This design comes from an exercise in tuning for small area and a short achievable clock period on the open sky130 flow, not from production work.
At most, simulation tests tie the RTL to the original design; equivalence was not proved.

Setup of job 7453:
// jpeg_fb_writer
module jpeg_fb_writer #(
  parameter int unsigned       ADDR_W    = 32,
  parameter logic [ADDR_W-1:0] BASE_ADDR = 32'h0010_0000,
  parameter int unsigned       PIX_FMT   = 0
) (
  input  logic              clk,
  input  logic              reset,
  input  logic              in_valid_i,
  input  logic [15:0]       in_width_i,
  input  logic [15:0]       in_height_i,
  input  logic [15:0]       in_x_i,
  input  logic [15:0]       in_y_i,
  input  logic [7:0]        in_r_i,
  input  logic [7:0]        in_g_i,
  input  logic [7:0]        in_b_i,
  output logic              in_accept_o,
  output logic              wr_valid_o,
  output logic [ADDR_W-1:0] wr_addr_o,
  output logic [31:0]       wr_data_o,
  output logic [3:0]        wr_strb_o,
  input  logic              wr_ready_i,
  output logic              frame_done_o,
  output logic              busy_o,
  output logic [15:0]       crop_count_o,
  output logic              geom_err_o
);
Size: ~1600 cells after synthesis, roughly 220 flip-flops, about 180 I/O pins.
clock: 9.0 ns
lec_check: 0
cap_margin: 20
core_margin: 2
core_utilization: 40
cts_buf_list: sky130_fd_sc_hd__clkbuf_8 sky130_fd_sc_hd__clkbuf_16
cts_cluster_diameter: 100
cts_cluster_size: 24
setup_slack_margin: 4.6
slew_margin: 20
synth_hierarchical: 1
standard.sh (not shown) runs the stock make flow with config.mk's settings and CLKGATE_MAP_FILE= SYNTH_SCRIPT=/design/flow/synth_recipe.tcl, a recipe that flattens the netlist after the stock synthesis.
==> flow/flow/run.sh <==
#!/bin/bash
# Own layout flow: the standard flow, with plain buf_1 cells as the port buffers
# (instead of the delay-cell buffer the resizer picks by default). Every port still gets
# its own buffer. The full make output goes to std_flow.log in the work folder.
set -euo pipefail
export BUFFER_PORTS_ARGS="-buffer_cell sky130_fd_sc_hd__buf_1"
bash standard.sh finish > std_flow.log 2>&1
Inputs modified between job 7453 and job 6651:
Settings: CTS_BUF_LIST: sky130_fd_sc_hd__clkbuf_8 sky130_fd_sc_hd__clkbuf_16 -> sky130_fd_sc_hd__clkbuf_4 sky130_fd_sc_hd__clkbuf_8; PLACE_DENSITY: unset -> 0.75; CORE_UTILIZATION: 40 -> 65; CTS_CLUSTER_DIAMETER: 100 -> 80; CTS_CLUSTER_SIZE: 24 -> 16.
--- outcome ---
- Taking job 7453 as the reference, in job 6651 initial antenna violation count fell 3, reg-to-reg setup timing slack fell 0.14 ns, non-clock buffer count rose 12.
Relative to job 6651, the following input files were edited for job 7271:
Settings: a deleted PLACE_DENSITY that had been 0.75; a change of SLEW_MARGIN from 20 to 5; a change of CAP_MARGIN from 20 to 5; a change of CORE_UTILIZATION from 65 to 40.
### Flow results
In the flow results for job 7271 and job 6651, the shortest period the worst path allows is smaller on job 7271. Job 7271 ended up with met5 as its highest metal layer with signal wires; job 6651 ended up with met4. Job 7271: detailed-route vias per instance is 12% lower than what job 6651 reported. The finished layout cell area in job 7271 sits 1.4% above the value recorded for job 6651. Count of placed standard cells including taps delta for job 7271 relative to job 6651: 199 higher. Going from job 6651 to job 7271, the final setup slack of the worst path was found to have gone up by 0.091 ns. Diff job 6651 -> job 7271 | maximum frequency | increase of 2.1%.


jpeg_fb_writer again, from the RTL that the note above started with.
Design jpeg_fb_writer, start of the top module:
module jpeg_fb_writer #(
  parameter int unsigned       ADDR_W    = 32,
  parameter logic [ADDR_W-1:0] BASE_ADDR = 32'h0010_0000,
  parameter int unsigned       PIX_FMT   = 0
) (
  input  logic              clk,
  input  logic              reset,
  input  logic              in_valid_i,
  input  logic [15:0]       in_width_i,
  input  logic [15:0]       in_height_i,
  input  logic [15:0]       in_x_i,
  input  logic [15:0]       in_y_i,
  input  logic [7:0]        in_r_i,
  input  logic [7:0]        in_g_i,
  input  logic [7:0]        in_b_i,
  output logic              in_accept_o,
  output logic              wr_valid_o,
  output logic [ADDR_W-1:0] wr_addr_o,
  output logic [31:0]       wr_data_o,
  output logic [3:0]        wr_strb_o,
  input  logic              wr_ready_i,
  output logic              frame_done_o,
  output logic              busy_o,
  output logic [15:0]       crop_count_o,
  output logic              geom_err_o
);
==> flow/config.mk <==
export PLATFORM = sky130hd
export DESIGN_NAME = jpeg_fb_writer
export DESIGN_NICKNAME = jpeg_fb_writer
export VERILOG_FILES = /design/flow/design.v
export SDC_FILE = /design/flow/constraint.sdc
export NUM_CORES = 4
export LEC_CHECK = 0
export CAP_MARGIN = 20
export CORE_MARGIN = 2
export CORE_UTILIZATION = 40
export CTS_BUF_LIST = sky130_fd_sc_hd__clkbuf_4 sky130_fd_sc_hd__clkbuf_8
export SETUP_SLACK_MARGIN = 4.6
export SLEW_MARGIN = 20
export SYNTH_HIERARCHICAL = 1
==> flow/constraint.sdc <==
create_clock -name core_clock -period 9.0 [get_ports {clk}]
set_input_delay 1.8000 -clock core_clock [delete_from_list [all_inputs] [get_ports {clk}]]
set_output_delay 1.8000 -clock core_clock [all_outputs]
set_load 0.01 [all_outputs]
Scripts as last shown in full above: flow/flow/run.sh
The baseline finished clean.
Then changed:
- CTS_CLUSTER_DIAMETER: default -> 80
- CTS_CLUSTER_SIZE: default -> 16
Result: Cell area fell by 3.1%; routed wire length is lower by 1.3%; count of clock-buffer cells in the layout shrinks by 37.


oak:
jpeg_fb_writer, a different RTL version from the one above (not shown whole).
Size in the first run: ~180 I/O pins, roughly 0.017 sq mm of cells after synthesis.
Design jpeg_fb_writer, start of the top module:
module jpeg_fb_writer #(
  parameter int unsigned       ADDR_W    = 32,
  parameter logic [ADDR_W-1:0] BASE_ADDR = 32'h0010_0000,
  parameter int unsigned       PIX_FMT   = 0
) (
  input  logic              clk,
  input  logic              reset,
  input  logic              in_valid_i,
  input  logic [15:0]       in_width_i,
  input  logic [15:0]       in_height_i,
  input  logic [15:0]       in_x_i,
  input  logic [15:0]       in_y_i,
  input  logic [7:0]        in_r_i,
  input  logic [7:0]        in_g_i,
  input  logic [7:0]        in_b_i,
  output logic              in_accept_o,
  output logic              wr_valid_o,
  output logic [ADDR_W-1:0] wr_addr_o,
  output logic [31:0]       wr_data_o,
  output logic [3:0]        wr_strb_o,
  input  logic              wr_ready_i,
  output logic              frame_done_o,
  output logic              busy_o,
  output logic [15:0]       crop_count_o,
  output logic              geom_err_o
);
export LEC_CHECK = 0
export CAP_MARGIN = 20
export CORE_MARGIN = 2
export CORE_UTILIZATION = 40
export CTS_BUF_LIST = sky130_fd_sc_hd__clkbuf_4 sky130_fd_sc_hd__clkbuf_8
export SETUP_SLACK_MARGIN = 4.6
export SLEW_MARGIN = 20
export SYNTH_HIERARCHICAL = 1
create_clock -name core_clock -period 9.0 [get_ports {clk}]
Scripts as last shown in full above: flow/flow/run.sh
> inputs changed (oak -> pine)
Settings: CTS_BUF_LIST: sky130_fd_sc_hd__clkbuf_4 sky130_fd_sc_hd__clkbuf_8 -> unset.
### Flow results
- oak completed end to end with timing, DRC and antenna clean.
- pine: all stages complete, timing, DRC and antenna checks passed
- oak → pine: final cell count now smaller.
- Looking at setup slack on the worst flop-to-flop path, pine sits above oak.
- Lower deepest level of the CTS H-tree goes to pine over oak.
- The number of clock buffers in the layout in oak is 1.5 times that in pine.
- Relative to oak, the post-layout worst setup margin of pine is lower by 0.012 ns.
- Compared with oak, in pine final area went up, ratio of cells with drive above 1 in the final layout -1.3 points.
No functional check of the RTL was part of any run of this note.


Another version of the RTL of jpeg_fb_writer (not shown whole).
Size: ~1600 cells after synthesis, about 200 flip-flops, ~16000 sq um of cells after synthesis.
export LEC_CHECK = 0
export CAP_MARGIN = 20
export CORE_MARGIN = 2
export CORE_UTILIZATION = 40
export SLEW_MARGIN = 20
export SYNTH_HIERARCHICAL = 1
create_clock -name core_clock -period 9.0 [get_ports {clk}]
run.sh (not shown) runs the stock make flow with config.mk's settings and CLKGATE_MAP_FILE= SYNTH_SCRIPT=/design/flow/synth_recipe.tcl, a recipe that flattens the netlist after the stock synthesis.
Stock flow here: none of the scripts above is used.
The baseline produced a clean layout.
Edit:
- ABC_CLOCK_PERIOD_IN_PS: not set -> 4500
- SETUP_SLACK_MARGIN: not set -> 4.5
Worst setup slack improves by 0.71 ns; flip-flop and latch count stays the same; via count increases by 6.4%; routed wire length increases by 10%; worst hold slack degrades by 0.0035 ns; final area increases by about 11%.
No run of this note included a check of the RTL's function; only the layout flow was run.


Setup of wip/cedar:
jpeg_fb_writer, a different RTL version from the one above (not shown whole).
For scale: roughly 1,600 cells after synthesis, roughly 220 flip-flops, roughly 180 I/O pins, ~18,000 um2 of cells after synthesis.
==> flow/config.mk <==
export PLATFORM = sky130hd
export DESIGN_NAME = jpeg_fb_writer
export DESIGN_NICKNAME = jpeg_fb_writer
export VERILOG_FILES = /design/flow/design.v
export SDC_FILE = /design/flow/constraint.sdc
export NUM_CORES = 4
export LEC_CHECK = 0
export CAP_MARGIN = 20
export CORE_MARGIN = 2
export CORE_UTILIZATION = 40
export SETUP_SLACK_MARGIN = 4.6
export SLEW_MARGIN = 20
export SYNTH_HIERARCHICAL = 1
==> flow/constraint.sdc <==
create_clock -name core_clock -period 9.0 [get_ports {clk}]
set_input_delay 1.8000 -clock core_clock [delete_from_list [all_inputs] [get_ports {clk}]]
set_output_delay 1.8000 -clock core_clock [all_outputs]
set_load 0.01 [all_outputs]
--- input diff wip/cedar..wip/nickel ---
==> flow/flow/run.sh (new file) <==
#!/bin/bash
# Own layout flow: the standard flow, with plain buf_1 cells as the port buffers
# (instead of the delay-cell buffer the resizer picks by default). Every port still gets
# its own buffer. The full make output goes to std_flow.log in the work folder.
set -euo pipefail
export BUFFER_PORTS_ARGS="-buffer_cell sky130_fd_sc_hd__buf_1"
bash standard.sh finish > std_flow.log 2>&1
==> flow/standard.sh (new file) <==
#!/bin/bash
# synth_recipe.tcl (not shown) runs the flow's synth.tcl, then flattens the netlist and writes it again
# the make line also repeats each setting of config.mk as NAME=value (left out here)
make -C /OpenROAD-flow-scripts/flow DESIGN_CONFIG=/design/flow/config.mk WORK_HOME=/design/flow/orfs CLKGATE_MAP_FILE= SYNTH_SCRIPT=/design/flow/synth_recipe.tcl "${@:-finish}"
removed: flow/run.sh
Notes after the runs:
- Diff wip/cedar..wip/nickel | final count of pins violating max slew | unchanged
- Density: wip/nickel sparser than wip/cedar
- Changes observed in wip/nickel relative to wip/cedar: sequential share of layout area went up by 1.8 points, non-filler instance count after layout went down by 11, shortest period the worst path allows went down by 0.070 ns, design area went down by about 6%.
- Compared with wip/cedar, in wip/nickel via count of the first global-routing pass moved down; slew at the pin with the worst max-slew slack has decreased.
- Worst hold slack delta (wip/cedar -> wip/nickel): insignificant
No functional check of the RTL was part of any run of this note.

-- what the ideal ports hide --
In the flow no input, the clock included, has a driving cell. The finished layouts below were timed again as built, in two steps. Step 1 sets driving cells, clkbuf_16 on the clock port and buf_2 on the other inputs (assumed; they add their load-dependent delay and slew). Step 2 also shifts input and output timing later by t, the mid clock arrival at the registers, as if the neighbouring blocks saw the same clock. Three values: ideal ports, drivers, drivers and shift; two values: the first two.
run | shift t [ns] | setup WS [ns] | hold WS [ns] | worst setup path at the end | worst data-port slew with drivers (ns)
job 7453 | 0.550 | 4.727 / 4.670 / 4.216 | 0.426 / 0.426 / 0.426 | input to register | 0.08
job 6651 | 0.591 | 4.637 / 4.637 / 4.214 | 0.425 / 0.425 / 0.425 | input to register | 0.06
job 7271 | 0.597 | 4.728 / 4.680 / 4.205 | 0.412 / 0.412 / 0.412 | input to register | 0.08
the first run of note 2 | 0.635 | 4.719 / 4.670 / 4.218 | 0.415 / 0.415 / 0.415 | input to register | 0.08
the second run of note 2 | 0.597 | 4.728 / 4.680 / 4.205 | 0.412 / 0.412 / 0.412 | input to register | 0.08
oak | 0.628 | 4.382 / 4.332 / 4.277 | 0.415 / 0.415 / 0.415 | input to register | 0.09
pine | 0.610 | 4.370 / 4.318 / 4.284 | 0.410 / 0.410 / 0.410 | input to register | 0.08
the first run of note 4 | 0.520 | 2.624 / 2.624 / 2.624 | 0.453 / 0.453 / 0.453 | register to register | 0.09
the second run of note 4 | 0.506 | 3.336 / 3.336 / 3.336 | 0.449 / 0.449 / 0.449 | register to register | 0.09
wip/cedar | 0.598 | 4.427 / 4.378 / 4.055 | 0.417 / 0.417 / 0.417 | input to register | 0.09
wip/nickel | 0.594 | 4.497 / 4.447 / 4.204 | 0.417 / 0.417 / 0.417 | input to register | 0.08
After both steps every run listed still meets setup and hold.
